Background: an optimization exercise with open tools, aiming at small area. Do not read the settings as production practice.
In this exercise RTL edits were held to simulation tests only and were not proved equivalent to the original.
Power and IR drop assume default switching activity.

== v3 ==
Design wb_regfile, start of the top module:
module wb_regfile (
   input  logic              clk,
   input  logic              reset,
   input  logic [XLEN-1:0]   alu_result_in,
   input  logic [XLEN-1:0]   read_data_in,
   input  logic [XLEN-1:0]   imm_in,
   input  logic [XLEN-1:0]   pc_plus_4_in,
   input  logic              reg_write_in,
   input  logic              mem_to_reg_in,
   input  logic              jump_in,
   input  logic              uilu_in,
   input  logic [REG_AW-1:0] write_reg_in,
   input  logic              retire_in,
   input  logic              instret_wr_lo,
   input  logic              instret_wr_hi,
   input  logic [XLEN-1:0]   instret_wdata,
   input  logic [REG_AW-1:0] rs1_addr,
   input  logic [REG_AW-1:0] rs2_addr,
   output logic [XLEN-1:0]   rs1_data,
   output logic [XLEN-1:0]   rs2_data,
   output logic [XLEN-1:0]   wb_data,
   output logic              wb_we,
   output logic [CNT_W-1:0]  instret
);
Size: roughly 1100 flip-flops, about 350 I/O pins, roughly 42000 µm² of cells after synthesis.
Settings: LEC_CHECK=0, CAP_MARGIN=10, CORE_MARGIN=2, CORE_UTILIZATION=50, CTS_BUF_LIST=sky130_fd_sc_hd__clkbuf_16, CTS_CLUSTER_DIAMETER=60, CTS_CLUSTER_SIZE=20, SETUP_SLACK_MARGIN=0.1, SLEW_MARGIN=10, SYNTH_HIERARCHICAL=1; clock period 7.0 ns.
standard.sh (not shown) runs the stock make flow with config.mk's settings and CLKGATE_MAP_FILE= SYNTH_SCRIPT=/design/flow/synth_recipe.tcl, a recipe that flattens the netlist after the stock synthesis.
==> flow/flow/run.sh <==
#!/bin/bash
# The standard layout, with the port buffers made from the smallest buffer
# cell (sky130_fd_sc_hd__buf_1) instead of the cell buffer_ports picks by
# default. Everything else is the standard.sh unchanged.
set -euo pipefail
export BUFFER_PORTS_ARGS="-buffer_cell sky130_fd_sc_hd__buf_1"
bash standard.sh > standard.log 2>&1
For v33, these inputs were changed with respect to v3:
Settings: changing CTS_CLUSTER_SIZE from 20 to 25; changing CTS_CLUSTER_DIAMETER from 60 to 80.
Notes after the runs:
- Between v3 and v33, the difference in total wire length after detailed routing is negligible.
- The number of buffers and inverters on the critical path in v33 sits 1 below the value recorded for v3.
- | met3 wire length | v3 vs v33 | ≈ equal |
- v33 has less setup slack than v3.
Relative to v33, the following input files were edited for v23:
==> flow/flow/run.sh <==
#!/bin/bash
# The standard layout with two changes:
# - the port buffers are made from the smallest buffer cell
#   (sky130_fd_sc_hd__buf_1) instead of the cell buffer_ports picks by default;
# - after global routing, gates on paths with positive slack are sized down
#   (ORFS's RECOVER_POWER step, on all such paths).
# Everything else is the standard.sh unchanged.
set -euo pipefail
export BUFFER_PORTS_ARGS="-buffer_cell sky130_fd_sc_hd__buf_1"
export RECOVER_POWER=100
bash standard.sh > standard.log 2>&1
### Flow results
STATUS run=v23 STAGES=ALL_DONE FINAL_CHECKS=FAILED CAUSE=max-capacitance violations, max-slew violations
Of the two values seen for end point of the critical path, rs1_data[9] was produced by v33 and rs2_data[24] by v23.
[compare] base=v33 new=v23: largest incremental delay on the critical path was more or less identical, post-synthesis to final-layout area growth went down by 0.83 points, max-cap violation count went up by 46, share of the clock period used by the worst path after layout went up by 0.64 points.
Between v23 and v33, the difference in overall power of the completed layout is negligible.
--- input diff v23..v48 ---
Settings: CORE_UTILIZATION: 50 -> 55.
==> flow/flow/run.sh <==
#!/bin/bash
# The standard layout, with the port buffers made from the smallest buffer
# cell (sky130_fd_sc_hd__buf_1) instead of the cell buffer_ports picks by
# default. Everything else is the standard.sh unchanged.
set -euo pipefail
export BUFFER_PORTS_ARGS="-buffer_cell sky130_fd_sc_hd__buf_1"
bash standard.sh > standard.log 2>&1
- v48 completed every stage of the flow, and the final layout passed the timing, design-rule and antenna checks.
- [flow] v23 | stages: complete | final checks: fail | reason: max-capacitance violations, max-slew violations
- | sequential share of layout area | lower: v48 |
- Re final design instance area without fill: v48 is 0.66% up on v23.
- v48: clock power lower than v23
- First-pass detailed-route iteration total, v48 and v23, lower one = v23.
- Looking at number of antenna violations at the first check in global routing, v48 sits 11 higher than v23 does.
- | multi-input logic portion of the cell area | higher: v48 |

afterwards: timing with drivers on the ports:
No port has a modelled driver above. Below, the same layouts with a new extraction and two added sets of constraints.
Step 1: set_driving_cell puts a clkbuf_16 on clk and a buf_2 on each other input, an assumption about the parent block.
Step 2 adds t to the input delays and takes it off the output delays; t is the mean of the earliest and latest rising clock arrival at the registers after step 1. Input paths then give back, and output paths get back, about the clock's delay inside the block.
a / b / c = ideal ports / drivers / drivers and shift; a / b = the first two.
run	t (ns)	setup slack, ns	worst setup path at the end
v3	0.722	0.194 / 0.172 / 0.172	input to output
v33	0.738	0.151 / 0.129 / 0.129	input to output
v23	0.738	0.106 / 0.084 / 0.084	input to output
v48	0.742	0.141 / 0.119 / 0.119	input to output
